This is an optimization exercise on Yosys and OpenROAD, whose aim is a short achievable clock period and few clock cycles, not a production implementation.
Where RTL was checked, it was by simulation tests only, not by an equivalence proof against the original.
Power and IR drop assume default switching activity.

Setup of old:
// vixen_top
module vixen_top (
    input  logic                clk,
    input  logic                rst_n,
    output logic                mem_en,
    output logic                mem_wr,
    output logic                mem_wide,
    output logic [16-1:0] mem_addr,
    output logic [16-1:0] mem_din,
    input  logic [16-1:0] mem_dout
);
For scale: roughly 650 flip-flops, about 53 I/O pins, ~42,000 µm² of cells after synthesis.
clock: 8.0 ns
lec_check: 0
abc_clock_period_in_ps: 2500
cap_margin: 30
core_margin: 2
core_utilization: 40
setup_slack_margin: 5
slew_margin: 30
run.sh (not shown) runs the stock make flow with config.mk's settings and CLKGATE_MAP_FILE= SYNTH_SCRIPT=/design/flow/synth_recipe.tcl, a recipe that flattens the netlist after the stock synthesis.
Input-level comparison between new and old:
diff --git a/flow/design.v b/flow/design.v
--- a/flow/design.v
+++ b/flow/design.v
@@ -219,22 +219,33 @@
     logic [15:0] tgt_f, tgt_q;
     assign tgt_f = ret_npc + {{3{mem_dout[11]}}, mem_dout[11:0], 1'b0};
     assign tgt_q = q_npc[0] + {{3{q_i[0][11]}}, q_i[0][11:0], 1'b0};
     assign d_tgt = d_fq ? tgt_q : tgt_f;
     logic [15:0] rfa_f, rfb_f, rfa_q, rfb_q, va, vb;
     logic [3:0]  fa_i, fb_i, qa_i, qb_i;
     assign fa_i = mem_dout[3:0];
     assign fb_i = mem_dout[7:4];
     assign qa_i = q_i[0][3:0];
     assign qb_i = q_i[0][7:4];
-    assign rfa_f = fa_i == 4'hF ? d_npc : rf[fa_i];
-    assign rfb_f = fb_i == 4'hF ? d_npc : rf[fb_i];
+    logic [15:0] dec_fa, dec_fb;
+    always_comb begin
+        for (int k = 0; k < 16; k++) begin
+            dec_fa[k] = fa_i == 4'(k);
+            dec_fb[k] = fb_i == 4'(k);
+        end
+        rfa_f = {16{dec_fa[15]}} & d_npc;
+        rfb_f = {16{dec_fb[15]}} & d_npc;
+        for (int k = 0; k < 15; k++) begin
+            rfa_f = rfa_f | ({16{dec_fa[k]}} & rf[k]);
+            rfb_f = rfb_f | ({16{dec_fb[k]}} & rf[k]);
+        end
+    end
     assign rfa_q = qa_i == 4'hF ? d_npc : rf[qa_i];
     assign rfb_q = qb_i == 4'hF ? d_npc : rf[qb_i];
     function automatic logic [2:0] hits(input logic [3:0] k);
         hits = {e_we && k == e_rd, wb_v && k == wb_rd, ldd_v && k == ldd_rt && k != 4'hF};
     endfunction
     logic [2:0] h_fa, h_fb, h_qa, h_qb, h_a, h_b;
     assign h_fa = hits(fa_i);
     assign h_fb = hits(fb_i);
     assign h_qa = hits(qa_i);
     assign h_qb = hits(qb_i);
### Flow results
new reached the final stage; the timing, design-rule and antenna checks on its layout passed.
Per the final summary, old finished and its layout is clean on timing, DRC and antenna.
[new vs old] flop-to-flop setup slack: lower in new
Comparing new and old, the higher non-clock buffer count in the final layout was measured on new.
Die area shrinks by a few percent when moving from old to new.
Global-route wire length before repair delta (new − old): unfavourable
Summary: with old as the reference, number of clock buffer instances in the layout in new moved up by a few percent.
new against old; post-place instance area is down slightly.
Compared to old, new has total met2 wirelength after detailed routing 3800 µm higher.
Function was not checked in any run of this note: the RTL went through the layout flow alone.


vixen_top, a different RTL version from the one above (not shown whole).
For scale: about 53 I/O pins, ~40000 µm² of cells after synthesis.
==> flow/config.mk <==
export PLATFORM = sky130hd
export DESIGN_NAME = vixen_top
export DESIGN_NICKNAME = vixen_top
export VERILOG_FILES = /design/flow/design.v
export SDC_FILE = /design/flow/constraint.sdc
export NUM_CORES = 4
export LEC_CHECK = 0
export ABC_CLOCK_PERIOD_IN_PS = 2500
export CAP_MARGIN = 30
export CORE_MARGIN = 2
export CORE_UTILIZATION = 40
export SETUP_SLACK_MARGIN = 5
export SLEW_MARGIN = 30
==> flow/constraint.sdc <==
create_clock -name core_clock -period 8.0 [get_ports {clk}]
set_input_delay 1.6000 -clock core_clock [delete_from_list [all_inputs] [get_ports {clk}]]
set_output_delay 1.6000 -clock core_clock [all_outputs]
set_load 0.01 [all_outputs]
The baseline finished clean.
Rerun with:
--- a/flow/design.v
+++ b/flow/design.v
@@ -215,41 +215,38 @@
     assign d_tgt = d_fq ? tgt_q : tgt_f;
     logic [15:0] rfa_f, rfb_f, rfa_q, rfb_q, va, vb;
     logic [3:0]  fa_i, fb_i, qa_i, qb_i;
     assign fa_i = mem_dout[3:0];
     assign fb_i = mem_dout[7:4];
     assign qa_i = q_i[0][3:0];
     assign qb_i = q_i[0][7:4];
     assign rfa_f = fa_i == 4'hF ? d_npc : rf[fa_i];
     assign rfb_f = fb_i == 4'hF ? d_npc : rf[fb_i];
     assign rfa_q = qa_i == 4'hF ? d_npc : rf[qa_i];
     assign rfb_q = qb_i == 4'hF ? d_npc : rf[qb_i];
-    function automatic logic [2:0] hits(input logic [3:0] k);
-        hits = {e_we && k == e_rd, wb_v && k == wb_rd, ldd_v && k == ldd_rt && k != 4'hF};
-    endfunction
-    logic [2:0] h_fa, h_fb, h_qa, h_qb, h_a, h_b;
-    assign h_fa = hits(fa_i);
-    assign h_fb = hits(fb_i);
-    assign h_qa = hits(qa_i);
-    assign h_qb = hits(qb_i);
-    assign h_a  = d_fq ? h_qa : h_fa;
-    assign h_b  = d_fq ? h_qb : h_fb;
+    logic fwe_a, fwe_b, fwl_a, fwl_b, fww_a, fww_b;
+    assign fwe_a = e_we && d_i[3:0] == e_rd;
+    assign fwe_b = e_we && d_i[7:4] == e_rd;
+    assign fww_a = wb_v && d_i[3:0] == wb_rd;
+    assign fww_b = wb_v && d_i[7:4] == wb_rd;
+    assign fwl_a = ldd_v && d_i[3:0] == ldd_rt;
+    assign fwl_b = ldd_v && d_i[7:4] == ldd_rt;
     always_comb begin
         va = d_fq ? rfa_q : rfa_f;
         vb = d_fq ? rfb_q : rfb_f;
-        if (h_a[0]) va = ld_val;
-        if (h_b[0]) vb = ld_val;
-        if (h_a[1]) va = wb_val;
-        if (h_b[1]) vb = wb_val;
-        if (h_a[2]) va = res;
-        if (h_b[2]) vb = res;
+        if (fwl_a && d_i[3:0] != 4'hF) va = ld_val;
+        if (fwl_b && d_i[7:4] != 4'hF) vb = ld_val;
+        if (fww_a) va = wb_val;
+        if (fww_b) vb = wb_val;
+        if (fwe_a) va = res;
+        if (fwe_b) vb = res;
     end
     logic [1:0] cnt_next;
     logic       cons_sure, fetch_ok, pop;
     logic [1:0] cnt_in;
     logic [2:0] cnt_fl;
     assign cnt_in    = qcnt + {1'b0, ret_v};                     
     assign cnt_fl    = {1'b0, cnt_in} + {2'b0, bus_fetch};
     assign cnt_next  = consumed ? cnt_in - 2'd1 : cnt_in;
     assign cons_sure = d_v && (kill || !((e_v && c_ld) || bus_ld));
     assign fetch_ok  = cons_sure ? cnt_fl <= 3'd3 : cnt_fl <= 3'd2;
     assign pop       = consumed && d_fq;
Result: Sequential power fell by about 2%; critical path depth is lower by 2; global-route usage came out higher by 0.99 points; worst setup slack got worse by 81 ps; total power grows by 2.6%; utilization grows by 1.1 points; wire length increases by 2.8%; first-iteration DRC count increases by 4.9%; count of clock-buffer cells in the layout falls by 5.
Testbench counts after the change, summed over its fixed seeds: cycles 57,462.
The RTL of the first run of this note was laid out without a check of its function.


Another version of the RTL of vixen_top (not shown whole).
For scale: about 610 flip-flops, roughly 53 I/O pins, ~0.040 sq mm of cells after synthesis.
make LEC_CHECK=0 ABC_CLOCK_PERIOD_IN_PS=2500 CAP_MARGIN=30 CORE_MARGIN=2 CORE_UTILIZATION=40 SETUP_SLACK_MARGIN=5 SLEW_MARGIN=30 finish   # period 8.0 ns
Change:
--- a/flow/design.v
+++ b/flow/design.v
@@ -24,24 +24,24 @@
     logic        bus_fetch;              
     logic        bus_ld;                 
     logic [3:0]  bus_rt;
     logic [15:0] lastf;                  
     logic [15:0] fpc;                    
     logic        ret_v;                  
     logic [15:0] ret_npc;                
     logic        ldd_v;                  
     logic [3:0]  ldd_rt;
     logic        ldd_wide;
     logic [1:0]  qcnt;
-    logic [15:0] q_i  [0:1];
-    logic [15:0] q_npc [0:1];
+    logic [15:0] q_i  [0:2];
+    logic [15:0] q_npc [0:2];
     logic        e_v;
     logic [15:0] e_npc, e_imm, e_tgt;
     logic [15:0] opA, opB, opBx;         
     logic [3:0]  e_rd, e_sh;
     logic [4:0]  e_off;
     logic        c_sum, c_movb, c_mvn, c_and, c_orr, c_eor, c_bic, c_shl, c_shr, c_imm;
     logic        c_cin_fc, c_cin_one;
     logic        c_wr, c_wnz, c_wc, c_wv;
     logic        c_ld, c_st, c_wide, c_br, c_bl, c_brd, c_pr, c_halt;
     logic        d_fq, d_v;
     logic [15:0] d_i, d_npc;
@@ -267,23 +267,23 @@
                ({16{s_lb}} & (ld_val ^ subm)) | ({16{s_qb}} & (rfb_q ^ subm)) |
                ({16{s_fb}} & (rfb_f ^ subm)));
     end
     logic [1:0] cnt_next;
     logic       cons_sure, fetch_ok, pop;
     logic [1:0] cnt_in;
     logic [2:0] cnt_fl;
     assign cnt_in    = qcnt + {1'b0, ret_v};                     
     assign cnt_fl    = {1'b0, cnt_in} + {2'b0, bus_fetch};
     assign cnt_next  = consumed ? cnt_in - 2'd1 : cnt_in;
     assign cons_sure = d_v && (kill || !((e_v && c_ld) || bus_ld));
-    assign fetch_ok  = consumed ? cnt_fl <= 3'd2 : cnt_fl <= 3'd1;     
+    assign fetch_ok  = cons_sure ? cnt_fl <= 3'd3 : cnt_fl <= 3'd2;
     assign pop       = consumed && d_fq;
     logic        n_en, n_bwr, n_wide, n_fetch, n_ld, use_tf;
     logic        b_en, b_bwr, b_wide, b_fetch, b_ld;
     logic [3:0]  n_rt;
     logic [15:0] n_addr, b_addr, dq_tgt;
     assign fpc = bus_fetch ? mem_addr : lastf;
     always_comb begin
         b_en    = 1'b0;
         b_bwr   = 1'b0;
         b_wide  = mem_wide;
         b_fetch = 1'b0;
@@ -328,29 +328,29 @@
         opBx   <= vbx;
         c_sum <= n_sum; c_movb <= n_movb; c_mvn <= n_mvn; c_and <= n_and; c_orr <= n_orr;
         c_eor <= n_eor; c_bic <= n_bic; c_shl <= n_shl; c_shr <= n_shr; c_imm <= n_imm;
         c_cin_fc <= n_cin_fc; c_cin_one <= n_cin_one;
         c_wr <= n_wr; c_wnz <= n_wnz; c_wc <= n_wc; c_wv <= n_wv;
         c_ld <= d_ld; c_st <= d_st; c_wide <= d_i[13];
         c_br <= d_br; c_bl <= d_i[12]; c_brd <= dred;
         c_pr <= d_pr; c_halt <= n_halt;
         ret_npc  <= mem_addr + 16'd2;
         ldd_rt   <= bus_rt;
         ldd_wide <= mem_wide;
-        for (int i = 0; i < 2; i++) begin
+        for (int i = 0; i < 3; i++) begin
             if (pop ? (i + 1 >= qcnt) : (i == qcnt)) begin
                 q_i[i]  <= mem_dout;
                 q_npc[i] <= ret_npc;
             end else if (pop) begin
-                q_i[i]  <= q_i[1];
-                q_npc[i] <= q_npc[1];
+                q_i[i]  <= q_i[i < 2 ? i + 1 : 2];
+                q_npc[i] <= q_npc[i < 2 ? i + 1 : 2];
             end
         end
     end
     always_ff @(posedge clk) begin
         if (!rst_n) begin
             for (int i = 0; i < 15; i++) rf[i] <= 16'd0;
             fn <= 1'b0; fz <= 1'b0; fc <= 1'b0; fv <= 1'b0;
             cond_vec <= conds(1'b0, 1'b0, 1'b0, 1'b0);
         end else begin
             cond_vec <= conds(fn_n, fz_n, fc_n, fv_n);
             if (ldd_v && ldd_rt != 4'hF)
First-iteration DRC count climbs by 2.1%.
Cell area is higher by 5.7%.
Setup slack is better by 0.19 ns.
Routed wire length grows by 3.4%.
Total power increases by 8.9%.
Die area grows by 4.1%.
No run of this note included a check of the RTL's function; only the layout flow was run.


vixen_top, a different RTL version from the one above (not shown whole).
Size in the first run: roughly 4,100 cells after synthesis, ~650 flip-flops, ~53 I/O pins, ~42,000 µm² of cells after synthesis.
Settings: LEC_CHECK=0, ABC_CLOCK_PERIOD_IN_PS=2500, CAP_MARGIN=30, CORE_MARGIN=2, CORE_UTILIZATION=40, SETUP_SLACK_MARGIN=5, SLEW_MARGIN=30; clock period 8.0 ns.
Then changed:
--- a/flow/design.v
+++ b/flow/design.v
@@ -104,21 +104,20 @@
             end
         end else if (d_addi) begin
             n_sum = 1'b1;
             n_wr = 1'b1; n_wnz = 1'b1; n_wc = 1'b1; n_wv = 1'b1;
         end else if (d_movl || d_movh) begin
             n_imm = 1'b1;
             n_wr  = 1'b1;
         end
     end
-    function automatic logic [13:0] conds(input logic n, input logic z, input logic c, input logic v,
-                                          input logic nv);
-        conds = {z | nv, ~z & ~nv, nv, ~nv, ~c | z, c & ~z,
+    function automatic logic [13:0] conds(input logic n, input logic z, input logic c, input logic v);
+        conds = {z | (n ^ v), ~z & ~(n ^ v), n ^ v, ~(n ^ v), ~c | z, c & ~z,
                  ~v, v, ~n, n, ~c, c, ~z, z};
     endfunction
     logic [13:0] cond_vec, c_csel;
     logic        cond_true;
     assign cond_true = |(cond_vec & c_csel);
     logic        e_cin;
     logic [15:0] ag, ap, cy;
     logic [15:0] sum;
     logic        sum_c;
@@ -163,22 +162,18 @@
     assign res_c = (c_sum & sum_c) | (c_shl & shl_c) | (c_shr & shr_c);
     assign res_n = res[15];
     assign res_z = c_sum ? z_sum : res_o == 16'd0;
     assign res_v = res_n ^ opA[15] ^ opBx[15] ^ res_c;
     logic fn_n, fz_n, fc_n, fv_n;
     assign fn_n = e_v && c_wnz ? res_n : fn;
     assign fz_n = e_v && c_wnz ? res_z : fz;
     assign fc_n = e_v && c_wc  ? res_c : fc;
     assign fv_n = e_v && c_wv  ? res_v : fv;
-    logic nv_n;
-    assign nv_n = !(e_v && c_wnz) ? fn ^ fv :
-                  c_wv            ? opA[15] ^ opBx[15] ^ sum_c :
-                                    res_n ^ fv;
     logic [15:0] ls_addr;
     assign ls_addr = opB + {11'd0, e_off};
     logic e_we, e_jmp, e_ld15, e_prfalse, e_halting;
     assign e_we      = e_v && c_wr && e_rd != 4'hF;
     assign e_jmp     = e_v && c_wr && e_rd == 4'hF;
     logic fwd_hit;
     assign fwd_hit   = c_wide && st_v && e_sh == st_rb && e_off == st_off;
     assign e_ld15    = e_v && c_ld && e_rd == 4'hF;
     logic e_jfast, e_jslow, e_hold;
@@ -349,21 +344,21 @@
                 q_i[i]  <= q_i[i < 2 ? i + 1 : 2];
                 q_npc[i] <= q_npc[i < 2 ? i + 1 : 2];
             end
         end
     end
     always_ff @(posedge clk) begin
         if (!rst_n) begin
             for (int i = 0; i < 15; i++) rf[i] <= 16'd0;
             fn <= 1'b0; fz <= 1'b0; fc <= 1'b0; fv <= 1'b0;
-            cond_vec <= conds(1'b0, 1'b0, 1'b0, 1'b0, 1'b0);
+            cond_vec <= conds(1'b0, 1'b0, 1'b0, 1'b0);
         end else begin
-            cond_vec <= conds(fn_n, fz_n, fc_n, fv_n, nv_n);
+            cond_vec <= conds(fn_n, fz_n, fc_n, fv_n);
             if (ldd_v && ldd_rt != 4'hF)
                 rf[ldd_rt] <= ld_val;
             if (wb_v)
                 rf[wb_rd] <= wb_val;
             if (e_v && c_br && c_bl)
                 rf[14] <= e_npc;
             fn <= fn_n; fz <= fz_n; fc <= fc_n; fv <= fv_n;
         end
     end
Outcome: Worst setup slack improves by 0.061 ns; final cell count falls by 2.4%; non-clock buffer count falls by 80; sequential cell count stays the same; global-route usage falls by 1.2 points; first-iteration DRC count falls by 9.4%; critical path depth is unchanged; via count falls by 4.7%; worst hold slack stays flat; sequential share of layout area rises by 0.67 points; routed wire length falls by 6.0%; cell area falls by 2.2%; sequential power hardly moves.
Testbench counts after the change, summed over its fixed seeds: cycles 55,810.
No functional check of the RTL was part of the first run of this note.


== the reference run ==
vixen_top, a different RTL version from the one above (not shown whole).
Size: roughly 3,900 cells after synthesis, ~53 I/O pins, roughly 0.042 sq mm of cells after synthesis.
Settings: LEC_CHECK=0, ABC_CLOCK_PERIOD_IN_PS=2500, CAP_MARGIN=30, CORE_MARGIN=2, CORE_UTILIZATION=40, SETUP_SLACK_MARGIN=5, SLEW_MARGIN=30; clock period 8.0 ns.
Testbench counts of the reference run, summed over its fixed seeds: cycles 55,810.
For the trial run, these inputs were changed with respect to the reference run:
diff --git a/flow/design.v b/flow/design.v
--- a/flow/design.v
+++ b/flow/design.v
@@ -25,24 +25,25 @@
     logic        bus_ld;                 
     logic [3:0]  bus_rt;
     logic [15:0] lastf;                  
     logic [15:0] fpc;                    
     logic        ret_v;                  
     logic [15:0] ret_npc;                
     logic        ldd_v;                  
     logic [3:0]  ldd_rt;
     logic        ldd_wide;
     logic [1:0]  qcnt;
     logic [15:0] q_i  [0:2];
     logic [15:0] q_npc [0:2];
+    logic [15:0] q_tgt [0:2];            
     logic        e_v;
     logic [15:0] e_npc, e_imm, e_tgt;
     logic [15:0] opA, opB, opBx;         
     logic [3:0]  e_rd, e_sh;
     logic [4:0]  e_off;
     logic        c_sum, c_movb, c_mvn, c_and, c_orr, c_eor, c_bic, c_shl, c_shr, c_imm;
     logic        c_cin_fc, c_cin_one;
     logic        c_wr, c_wnz, c_wc, c_wv;
     logic        c_ld, c_st, c_wide, c_br, c_bl, c_brd, c_pr, c_halt;
     logic        d_fq, d_v;
     logic [15:0] d_i, d_npc;
     assign d_fq  = qcnt != 2'd0;
@@ -106,27 +107,27 @@
         end else if (d_addi) begin
             n_sum = 1'b1;
             n_wr = 1'b1; n_wnz = 1'b1; n_wc = 1'b1; n_wv = 1'b1;
         end else if (d_movl || d_movh) begin
             n_imm = 1'b1;
             n_wr  = 1'b1;
         end
     end
     function automatic logic [13:0] conds(input logic n, input logic z, input logic c, input logic v);
         conds = {z | (n ^ v), ~z & ~(n ^ v), n ^ v, ~(n ^ v), ~c | z, c & ~z,
                  ~v, v, ~n, n, ~c, c, ~z, z};
     endfunction
-    logic [13:0] cond_vec, c_csel;
+    logic [13:0] c_csel;
     logic        cond_true;
-    assign cond_true = |(cond_vec & c_csel);
+    assign cond_true = |(conds(fn, fz, fc, fv) & c_csel);
     logic        e_cin;
     logic [15:0] ag, ap, cy;
     logic [15:0] sum;
     logic        sum_c;
     assign e_cin = (c_cin_fc & fc) | c_cin_one;
     always_comb begin
         logic [15:0] g, p;
         g = opA & opBx;
         p = opA ^ opBx;
         g[0] = g[0] | (p[0] & e_cin);
         for (int l = 0; l < 4; l++) begin
             logic [15:0] g2, p2;
@@ -209,25 +210,25 @@
                                     (q_i[0][15:12] == 4'hF && e_rd == 4'hE)))
                  || (bus_ld && (q_i[0][3:0] == bus_rt || q_i[0][7:4] == bus_rt));
     assign haz = d_fq ? haz_q : ((e_v && c_ld) || bus_ld);
     assign kill     = e_prfalse || skipp;
     assign block    = redirect || e_hold || jwait || e_halting || halted;
     assign adv      = d_v && !kill && !haz && !block;
     assign consumed = d_v && (adv || kill);
     logic        dred;
     logic [15:0] d_tgt;
     assign dred  = adv && d_br && !(e_v && (c_ld || c_st));
     logic [15:0] tgt_f, tgt_q;
     assign tgt_f = ret_npc + {{3{mem_dout[11]}}, mem_dout[11:0], 1'b0};
-    assign tgt_q = q_npc[0] + {{3{q_i[0][11]}}, q_i[0][11:0], 1'b0};
+    assign tgt_q = q_tgt[0];
     assign d_tgt = d_fq ? tgt_q : tgt_f;
     logic [15:0] rfa_f, rfb_f, rfa_q, rfb_q, va, vb;
     logic [3:0]  fa_i, fb_i, qa_i, qb_i;
     assign fa_i = mem_dout[3:0];
     assign fb_i = mem_dout[7:4];
     assign qa_i = q_i[0][3:0];
     assign qb_i = q_i[0][7:4];
     assign rfa_f = fa_i == 4'hF ? d_npc : rf[fa_i];
     assign rfb_f = fb_i == 4'hF ? d_npc : rf[fb_i];
     assign rfa_q = qa_i == 4'hF ? d_npc : rf[qa_i];
     assign rfb_q = qb_i == 4'hF ? d_npc : rf[qb_i];
     function automatic logic [2:0] hits(input logic [3:0] k);
@@ -331,37 +332,37 @@
         c_cin_fc <= n_cin_fc; c_cin_one <= n_cin_one;
         c_wr <= n_wr; c_wnz <= n_wnz; c_wc <= n_wc; c_wv <= n_wv;
         c_ld <= d_ld; c_st <= d_st; c_wide <= d_i[13];
         c_br <= d_br; c_bl <= d_i[12]; c_brd <= dred;
         c_pr <= d_pr; c_halt <= n_halt;
         ret_npc  <= mem_addr + 16'd2;
         ldd_rt   <= bus_rt;
         ldd_wide <= mem_wide;
         for (int i = 0; i < 3; i++) begin
             if (pop ? (i + 1 >= qcnt) : (i == qcnt)) begin
                 q_i[i]  <= mem_dout;
                 q_npc[i] <= ret_npc;
+                q_tgt[i] <= tgt_f;
             end else if (pop) begin
                 q_i[i]  <= q_i[i < 2 ? i + 1 : 2];
                 q_npc[i] <= q_npc[i < 2 ? i + 1 : 2];
+                q_tgt[i] <= q_tgt[i < 2 ? i + 1 : 2];
             end
         end
     end
     always_ff @(posedge clk) begin
         if (!rst_n) begin
             for (int i = 0; i < 15; i++) rf[i] <= 16'd0;
             fn <= 1'b0; fz <= 1'b0; fc <= 1'b0; fv <= 1'b0;
-            cond_vec <= conds(1'b0, 1'b0, 1'b0, 1'b0);
         end else begin
-            cond_vec <= conds(fn_n, fz_n, fc_n, fv_n);
             if (ldd_v && ldd_rt != 4'hF)
                 rf[ldd_rt] <= ld_val;
             if (wb_v)
                 rf[wb_rd] <= wb_val;
             if (e_v && c_br && c_bl)
                 rf[14] <= e_npc;
             fn <= fn_n; fz <= fz_n; fc <= fc_n; fv <= fv_n;
         end
     end
     always_ff @(posedge clk) begin
         if (!rst_n) begin
             halted    <= 1'b0;
==> run summary <==
The trial run reached the final stage; the timing, design-rule and antenna checks on its layout passed. The trial run vs the reference run on global-route usage: the trial run is the lower one. The trial run gives more area after synthesis than the reference run did. Changes observed in the trial run relative to the reference run: sequential cell area share climbed 1.9 points; clock insertion delay at the later pin of the skew report barely changed; relative contribution of the clock network to total power climbed 0.7 points; cell depth of the worst flop-to-flop path dropped 1. Wire length of the first global-routing pass was higher in the run labelled the reference run.
Function not checked in the trial run: the RTL went through the layout flow alone.

re-timing with driven ports:
No port has a modelled driver above. Below, the same layouts with a new extraction and two added sets of constraints.
Step 1, drivers: a clkbuf_16 drives clk and a buf_2 each remaining input, both assumed.
Step 2 also shifts input and output timing later by t, the mid clock arrival at the registers, as if the neighbouring blocks saw the same clock.
a / b / c = ideal / step 1 / step 2; a / b = the first two.
run | t (ns) | slack for setup (ns) | worst data-port slew with drivers (ns) | pins driven straight from the clock port
old | 0.728 | 4.724 / 4.520 / 3.792 | 0.30 | 1
new | 0.720 | 4.556 / 4.426 / 3.706 | 0.28 | 1
the first run of note 2 | 0.730 | 4.502 / 4.310 / 3.580 | 0.34 | 1
the second run of note 2 | 0.728 | 4.421 / 4.138 / 3.410 | 0.41 | 1
the first run of note 3 | 0.703 | 4.481 / 4.462 / 3.759 | 0.27 | 1
the second run of note 3 | 0.722 | 4.666 / 4.506 / 3.783 | 0.36 | 1
the first run of note 4 | 0.734 | 4.611 / 4.416 / 3.681 | 0.36 | 1
the second run of note 4 | 0.751 | 4.672 / 4.493 / 3.742 | 0.33 | 1
the reference run | 0.708 | 4.745 / 4.526 / 3.817 | 0.39 | 1
the trial run | 0.732 | 4.603 / 4.578 / 3.847 | 0.33 | 1
After both steps every run listed still meets setup and hold. The setup slack of the second run of note 2, which loses most, moves by -0.283 ns with the drivers and by -1.011 ns with both steps.
